Background: an optimization exercise with open tools, aiming at small area and few clock cycles per item. Do not read the settings as production practice.
RTL that was checked went through simulation tests only; none was proved equivalent to the original.
Power and IR drop assume default switching activity.

v6:
==> flow/design.v (excerpt) <==
module s_expression_tokenizer_core
#(
  parameter int unsigned LINE_BITS   = 20,
  parameter int unsigned COLUMN_BITS = 16,
  parameter int unsigned QDEPTH      = 0
) (
  input  logic        clk_i,
  input  logic        rst_ni,
  input  logic        in_valid_i,
  output logic        in_stall_o,
  input  logic [1:0]  op_i,
  input  logic [15:0] ch_i,
  output logic        out_valid_o,
  input  logic        out_stall_i,
  output logic        kind_o,
  output logic [15:0] text_char_o,
  output logic [3:0]  token_type_o,
  output logic [19:0] line_number_o,
  output logic [15:0] column_o,
  output logic [15:0] length_o,
  output logic        last_o
);
Size in the first run: about 610 cells after synthesis, about 57 flip-flops, about 4100 um^2 of cells after synthesis.
Settings: LEC_CHECK=0, CAP_MARGIN=20, CORE_MARGIN=2, CORE_UTILIZATION=40, GPL_TIMING_DRIVEN=0, SLEW_MARGIN=20; clock period 5.0 ns.
standard.sh (not shown) runs the stock make flow with config.mk's settings and CLKGATE_MAP_FILE= SYNTH_SCRIPT=/design/flow/synth_recipe.tcl, a recipe that flattens the netlist after the stock synthesis.
==> flow/flow/run.sh <==
#!/bin/bash
# The standard layout with three changes:
#  - synthesis maps with an area-only ABC script (flow/abc_area_map.script
#    in place of ORFS's abc_speed.script; nothing else in synthesis changes)
#  - plain buf_1 cells as the port buffers
#  - a clock tree of clkbuf_4/clkbuf_8 cells with no dummy loads
set -euo pipefail
here=$(pwd)
rm -rf "$here/orfs_scripts"
cp -r "$FLOW_HOME/scripts" "$here/orfs_scripts"
cp "$here/flow/abc_area_map.script" "$here/orfs_scripts/abc_speed.script"
export SCRIPTS_DIR="$here/orfs_scripts"
export BUFFER_PORTS_ARGS="-buffer_cell sky130_fd_sc_hd__buf_1"
export CTS_ARGS="-sink_clustering_enable -repair_clock_nets -dont_use_dummy_load -sink_clustering_size 30 -sink_clustering_max_diameter 100 -buf_list {sky130_fd_sc_hd__clkbuf_4 sky130_fd_sc_hd__clkbuf_8}"
bash standard.sh > standard_flow.log 2>&1
==> flow/flow/abc_area_map.script <==
strash
dch
map -a
topo
stime -c
Testbench counts of v6, summed over its fixed seeds: cycles 40,481, items 32,013.
Input-level comparison between v7 and v6:
diff --git a/flow/design.v b/flow/design.v
--- a/flow/design.v
+++ b/flow/design.v
@@ -55,38 +55,37 @@
   output logic        item_ready_o,
   output logic        out_valid_o,
   input  logic        out_stall_i,
   output logic        kind_o,
   output logic [15:0] text_char_o,
   output logic [3:0]  token_type_o,
   output logic [19:0] line_number_o,
   output logic [15:0] column_o,
   output logic [15:0] length_o,
   output logic        last_o
 );
-  localparam logic [3:0] M_EMPTY = {1'b0, NC_EMPTY};
-  localparam logic [3:0] M_CMT   = 4'b0111;
-  localparam logic [3:0] M_STR   = 4'b1010;
-  localparam logic [3:0] M_STRBS = 4'b1110;
+  localparam logic [4:0] M_EMPTY = {2'b00, NC_EMPTY};
+  localparam logic [4:0] M_CMT   = 5'b00111;
+  localparam logic [4:0] M_STR   = 5'b10000;
+  localparam logic [4:0] M_STRBS = 5'b10001;
   logic [19:0] line_q;
   logic [15:0] col_q;
   logic [15:0] len_q;
-  logic [3:0]  mode_q;
-  logic        word_ci_q;    
+  logic [4:0]  mode_q;
   logic in_str, in_cmt, normal_st, pend, bslash, word_hit;
   logic [2:0] nc;
-  assign in_str    = mode_q[3] && mode_q[1] && !mode_q[0];
-  assign pend      = mode_q[3] && !(mode_q[1] && !mode_q[0]);
+  assign in_str    = mode_q[4];
+  assign pend      = !mode_q[4] && mode_q[3];
   assign in_cmt    = (mode_q == M_CMT);
-  assign normal_st = !mode_q[3] && !in_cmt;
-  assign bslash    = mode_q[2];
+  assign normal_st = !mode_q[4] && !mode_q[3] && (mode_q[2:0] != 3'b111);
+  assign bslash    = mode_q[0];
   assign nc        = mode_q[2:0];
   assign word_hit  = normal_st && (nc != NC_EMPTY);
   logic is_char, is_flush, is_clear;
   logic c_nl, c_nul, c_dq, c_hash, c_bs, c_single, c_ws, c_digit, c_sign, c_dot, c_sep;
   logic [3:0] single_type;
   logic [2:0] single_sel;
   assign is_char  = (op_i == OP_CHAR);
   assign is_flush = (op_i == OP_FLUSH);
   assign is_clear = (op_i == OP_CLEAR);
   assign c_nl     = (ch_i == CH_NL);
   assign c_nul    = (ch_i == CH_NUL);
@@ -155,23 +154,23 @@
     end
     for (int l = 3; l >= 1; l--) begin
       for (int j = (1 << l) + (1 << (l - 1)) - 1; j < 16; j += (1 << l)) begin
         gg[j] = gg[j] | (pp[j] & gg[j - (1 << (l - 1))]);
         pp[j] = pp[j] & pp[j - (1 << (l - 1))];
       end
     end
     sub16 = p ^ {gg[14:0], ci};
   endfunction
   logic [15:0] rec_col;
   logic [3:0]  word_type;
-  assign rec_col = sub16(col_q, len_q, word_ci_q);
+  assign rec_col = sub16(col_q, len_q, !in_str);
   always_comb begin
     case (nc)
       NC_UDIG: word_type = TOK_UINT;
       NC_SDIG: word_type = TOK_INT;
       NC_FRAC: word_type = TOK_FLOAT;
       default: word_type = TOK_SYMBOL;
     endcase
   end
   logic show_text;
   assign show_text = !pend && r_text;
   assign kind_o        = !show_text;
@@ -196,67 +195,65 @@
   logic nl_ev, line_rst, line_step, col_rst, col_step, len_rst, len_step;
   assign nl_ev     = is_char && (c_nl || (in_cmt && c_nul));
   assign line_rst  = take && is_clear;
   assign line_step = take && nl_ev;
   assign col_rst   = take && (is_clear || nl_ev);
   assign col_step  = pop || (take && is_char && !in_cmt && !c_nl &&
                              (in_str || !(c_hash || two)));
   assign len_rst   = take && (is_flush || r_str || (normal && c_sep));
   assign len_step  = take && r_text;
   logic [19:0] line_d;
   logic [15:0] col_d, len_d;
-  logic [3:0]  mode_d;
+  logic [4:0]  mode_d;
   assign line_d = line_rst ? 20'd1 : inc20(line_q, line_step);
   assign col_d  = col_rst ? 16'd1 : inc16(col_q, col_step);
   assign len_d  = len_rst ? 16'd0 : inc16(len_q, len_step);
   always_comb begin
     mode_d = mode_q;
     if (pend) begin
       if (pop) mode_d = M_EMPTY;
     end else if (take) begin
       if (is_flush) begin
         mode_d = M_EMPTY;
       end else if (is_char) begin
         if (in_cmt) begin
           if (c_nl || c_nul) mode_d = M_EMPTY;
         end else if (in_str) begin
           if (str_end) mode_d = M_EMPTY;
           else if (c_nl) mode_d = M_STR;
           else mode_d = c_bs ? M_STRBS : M_STR;
         end else if (c_hash) begin
           mode_d = M_CMT;
         end else if (c_dq) begin
           mode_d = M_STR;
         end else if (two) begin
-          mode_d = {1'b1, ch_i[2:0]};
+          mode_d = {2'b01, ch_i[2:0]};
         end else if (c_sep) begin
           mode_d = M_EMPTY;
         end else begin
-          mode_d = {1'b0, nc_next};
+          mode_d = {2'b00, nc_next};
         end
       end
     end
   end
   always_ff @(posedge clk_i or negedge rst_ni) begin
     if (!rst_ni) begin
       line_q <= 20'd1;
       col_q  <= 16'd1;
       len_q  <= '0;
       mode_q <= M_EMPTY;
-      word_ci_q <= 1'b1;
     end else begin
       line_q <= line_d;
       col_q  <= col_d;
       len_q  <= len_d;
       mode_q <= mode_d;
-      word_ci_q <= !(mode_d[3] && mode_d[1] && !mode_d[0]);
     end
   end
 endmodule
 `timescale 1ns / 1ps
 import sexl_pkg::*;
 module sexl_rqueue
 #(
   parameter int unsigned DEPTH = 0
 ) (
   input  logic        clk_i,
   input  logic        rst_ni,
--- outcome ---
Compared with v6, v7 shows area growth from synthesis to layout lower by 0.89 points. When the final numbers for v7 and v6 were put side by side, the synthesized area turned out to be greater in v6. v6 vs v7, class of the most critical hold timing path: register to register vs primary input to async pin. v7 vs. v6: maximum single-stage delay on the critical path went up by 0.11 ns. The top-level port count was comparable across v7 and v6. Sort v7 and v6 by largest fanout on the critical path desc -> top: v6. Between v6 and v7, setup slack after layout increased.
Testbench counts of v7, summed over its fixed seeds: cycles 40,481, items 32,013.

---

## pepper
RTL: one of the versions met above, not the one the previous note started from.
Size in the first run: ~480 cells after synthesis, roughly 57 flip-flops, ~98 I/O pins, about 3900 um2 of cells after synthesis.
==> flow/config.mk <==
export PLATFORM = sky130hd
export DESIGN_NAME = s_expression_tokenizer_core
export DESIGN_NICKNAME = s_expression_tokenizer_core
export VERILOG_FILES = /design/flow/design.v
export SDC_FILE = /design/flow/constraint.sdc
export NUM_CORES = 4
export LEC_CHECK = 0
export CAP_MARGIN = 20
export CORE_MARGIN = 2
export CORE_UTILIZATION = 75
export GPL_TIMING_DRIVEN = 0
export SLEW_MARGIN = 20
==> flow/constraint.sdc <==
create_clock -name core_clock -period 5.0 [get_ports {clk_i}]
set_input_delay 1.0000 -clock core_clock [delete_from_list [all_inputs] [get_ports {clk_i}]]
set_output_delay 1.0000 -clock core_clock [all_outputs]
set_load 0.01 [all_outputs]
==> flow/flow/run.sh <==
#!/bin/bash
# The standard layout with three changes:
#  - synthesis maps with an area-oriented ABC script (&nf with the delay relaxed) (flow/abc_area_map.script
#    in place of ORFS's abc_speed.script; nothing else in synthesis changes)
#  - plain buf_1 cells as the port buffers
#  - a clock tree of clkbuf_4 cells with no dummy loads
set -euo pipefail
here=$(pwd)
rm -rf "$here/orfs_scripts"
cp -r "$FLOW_HOME/scripts" "$here/orfs_scripts"
cp "$here/flow/abc_area_map.script" "$here/orfs_scripts/abc_speed.script"
export SCRIPTS_DIR="$here/orfs_scripts"
export BUFFER_PORTS_ARGS="-buffer_cell sky130_fd_sc_hd__buf_1"
export CTS_ARGS="-sink_clustering_enable -repair_clock_nets -dont_use_dummy_load -sink_clustering_size 30 -sink_clustering_max_diameter 100 -buf_list {sky130_fd_sc_hd__clkbuf_4}"
bash standard.sh > standard_flow.log 2>&1
==> flow/flow/abc_area_map.script <==
&get -n
&st
&dch
&nf -R 100
&put
topo
stime -c
Testbench counts of pepper, summed over its fixed seeds: cycles 40,481, items 32,013.
Edits applied to the flow inputs when going from pepper to sierra:
diff --git a/flow/design.v b/flow/design.v
--- a/flow/design.v
+++ b/flow/design.v
@@ -60,23 +60,26 @@
   output logic [3:0]  token_type_o,
   output logic [19:0] line_number_o,
   output logic [15:0] column_o,
   output logic [15:0] length_o,
   output logic        last_o
 );
   localparam logic [4:0] M_EMPTY = {2'b00, NC_EMPTY};
   localparam logic [4:0] M_CMT   = 5'b00111;
   localparam logic [4:0] M_STR   = 5'b10000;
   localparam logic [4:0] M_STRBS = 5'b10001;
-  logic [19:0] line_q;
-  logic [15:0] col_q;
-  logic [15:0] len_q;
+  logic [19:0] line_nq, line_q;
+  logic [15:0] col_nq, col_q;
+  logic [15:0] len_nq, len_q;
+  assign line_q = ~line_nq;
+  assign col_q  = ~col_nq;
+  assign len_q  = ~len_nq;
   logic [4:0]  mode_q;
   logic in_str, in_cmt, normal_st, pend, bslash, word_hit;
   logic [2:0] nc;
   assign in_str    = mode_q[4];
   assign pend      = !mode_q[4] && mode_q[3];
   assign in_cmt    = (mode_q == M_CMT);
   assign normal_st = !mode_q[4] && !mode_q[3] && (mode_q[2:0] != 3'b111);
   assign bslash    = mode_q[0];
   assign nc        = mode_q[2:0];
   assign word_hit  = normal_st && (nc != NC_EMPTY);
@@ -230,28 +233,28 @@
         end else if (c_sep) begin
           mode_d = M_EMPTY;
         end else begin
           mode_d = {2'b00, nc_next};
         end
       end
     end
   end
   always_ff @(posedge clk_i or negedge rst_ni) begin
     if (!rst_ni) begin
-      line_q <= 20'd1;
-      col_q  <= 16'd1;
-      len_q  <= '0;
+      line_nq <= ~20'd1;
+      col_nq  <= ~16'd1;
+      len_nq  <= '1;
       mode_q <= M_EMPTY;
     end else begin
-      line_q <= line_d;
-      col_q  <= col_d;
-      len_q  <= len_d;
+      line_nq <= ~line_d;
+      col_nq  <= ~col_d;
+      len_nq  <= ~len_d;
       mode_q <= mode_d;
     end
   end
 endmodule
 `timescale 1ns / 1ps
 import sexl_pkg::*;
 module sexl_rqueue
 #(
   parameter int unsigned DEPTH = 0
 ) (
--- outcome ---
- pepper: all stages complete, timing, DRC and antenna checks passed
- sierra is listed as incomplete: the tool reported an error in global routing (5_1_grt) and the run ended there.
- Cmp pepper and sierra / number of nets produced by synthesis / higher: pepper
- When sierra is measured against pepper, its compound-gate portion of the synthesized area turns out 1.1 points lower.
- sierra vs pepper — mean cell area of the mapped netlist climbed slightly
- Xor-xnor portion of the synthesized cell area delta (sierra -> pepper): insignificant
- Final HPWL from detailed placement (sierra vs. pepper) increases by a few percent
- The area after synthesis of pepper and that of sierra are within noise of each other.
- Of pepper and sierra, sierra shows the lower synthesized cell count, with pepper above it.
- Looking at distinct cell type count of the synthesized netlist across pepper and sierra, the one that comes out lower is pepper.
- Sort pepper and sierra by area after detailed placement, descending, and sierra comes first.
- The setup slack after placement number comes out higher for sierra vs pepper.
The RTL of sierra was laid out without a check of its function.

---

## old
Another version of the RTL of s_expression_tokenizer_core (not shown whole).
Size in the first run: ~580 cells after synthesis, roughly 57 flip-flops, roughly 4000 um2 of cells after synthesis.
==> flow/config.mk <==
export PLATFORM = sky130hd
export DESIGN_NAME = s_expression_tokenizer_core
export DESIGN_NICKNAME = s_expression_tokenizer_core
export VERILOG_FILES = /design/flow/design.v
export SDC_FILE = /design/flow/constraint.sdc
export NUM_CORES = 4
export LEC_CHECK = 0
export CAP_MARGIN = 20
export CORE_MARGIN = 2
export CORE_UTILIZATION = 40
export GPL_TIMING_DRIVEN = 0
export SLEW_MARGIN = 20
==> flow/constraint.sdc <==
create_clock -name core_clock -period 5.0 [get_ports {clk_i}]
set_input_delay 1.0000 -clock core_clock [delete_from_list [all_inputs] [get_ports {clk_i}]]
set_output_delay 1.0000 -clock core_clock [all_outputs]
set_load 0.01 [all_outputs]
==> flow/flow/run.sh <==
#!/bin/bash
# The standard layout with three changes:
#  - synthesis maps with an area-only ABC script (flow/abc_area_map.script
#    in place of ORFS's abc_speed.script; nothing else in synthesis changes)
#  - plain buf_1 cells as the port buffers
#  - a clock tree of clkbuf_4 cells with no dummy loads
set -euo pipefail
here=$(pwd)
rm -rf "$here/orfs_scripts"
cp -r "$FLOW_HOME/scripts" "$here/orfs_scripts"
cp "$here/flow/abc_area_map.script" "$here/orfs_scripts/abc_speed.script"
export SCRIPTS_DIR="$here/orfs_scripts"
export BUFFER_PORTS_ARGS="-buffer_cell sky130_fd_sc_hd__buf_1"
export CTS_ARGS="-sink_clustering_enable -repair_clock_nets -dont_use_dummy_load -sink_clustering_size 30 -sink_clustering_max_diameter 100 -buf_list {sky130_fd_sc_hd__clkbuf_4}"
bash standard.sh > standard_flow.log 2>&1
==> flow/flow/abc_area_map.script <==
strash
dch
map -a
topo
stime -c
Changes in new relative to old:
diff --git a/flow/design.v b/flow/design.v
--- a/flow/design.v
+++ b/flow/design.v
@@ -172,15 +172,15 @@
     endcase
   end
   logic show_text;
   assign show_text = !pend && r_text;
   assign kind_o        = !show_text;
   assign text_char_o   = show_text ? ch_i : 16'd0;
-  assign token_type_o  = show_text ? 4'd0 :
-                         in_str ? TOK_STRING :
-                         word_hit ? word_type : single_type;
+  assign token_type_o  = (pend || r_single) ? single_type :
+                         r_str ? TOK_STRING :
+                         r_word ? word_type : 4'd0;
   assign line_number_o = show_text ? 20'd0 : line_q;
   assign column_o      = show_text ? 16'd0 : rec_col;
   assign length_o      = show_text ? 16'd0 : len_q;
   assign last_o        = pend || !two;
   logic [2:0] nc_next;
   always_comb begin
Results
- new completed every stage of the flow, and the final layout passed the timing, design-rule and antenna checks.
- Cell count was lower in the run labelled old.
- On initial antenna violation count, new and old are basically level.
- First-pass GRT wire length: new < old
- old → new: via count of the first global-routing pass went down; non-clock buffer share of cell area went up; fraction of power consumed by the clock network went up.
- Between new and old, the difference in global router's overall resource usage is negligible.
- Compared with old, new shows power density over the cells lower by 18 nW/um2.
- Critical path buffer and inverter count: new vs old up 1
- old → new: adder-cell area share of the yosys netlist essentially unchanged; part of the power in registers increased 1.8 points.
Testbench counts of new, summed over its fixed seeds: cycles 40,481, items 32,013.
Only the layout flow was run in old; the RTL was not checked for function there.

[static timing again, ports no longer ideal]
Ports are ideal in the flow. The routed layouts listed here were re-timed in OpenROAD.
Step 1, drivers: a clkbuf_16 drives clk_i and a buf_2 each remaining input, both assumed.
Step 2 times the ports against the registers' clock, not the clock port: input delays grow and output delays shrink by t, the midpoint of the rising clock arrivals with the driver on.
a / b / c = ideal / step 1 / step 2; a / b = the first two.
| run | shift t [ns] | setup slack, ns | worst hold slack (ns) | clock arrival spread, ns |
|---|---|---|---|---|
| v6 | 0.367 | 0.265 / 0.232 / 0.065 | 0.479 / 0.479 / 0.479 | 0.021 / 0.022 |
| v7 | 0.351 | 0.314 / 0.282 / 0.073 | 0.518 / 0.509 / 0.545 | 0.018 / 0.018 |
| pepper | 0.421 | 0.185 / 0.157 / -0.181 | 0.496 / 0.496 / 0.496 | 0.033 / 0.033 |
| old | 0.404 | 0.276 / 0.245 / 0.045 | 0.483 / 0.483 / 0.483 | 0.045 / 0.045 |
| new | 0.403 | 0.311 / 0.282 / 0.111 | 0.447 / 0.441 / 0.551 | 0.025 / 0.025 |
Met with ideal ports but missed after step 2: setup timing in pepper. For pepper, which loses most, drivers alone change the setup slack by -0.028 ns; drivers and shift together by -0.366 ns.
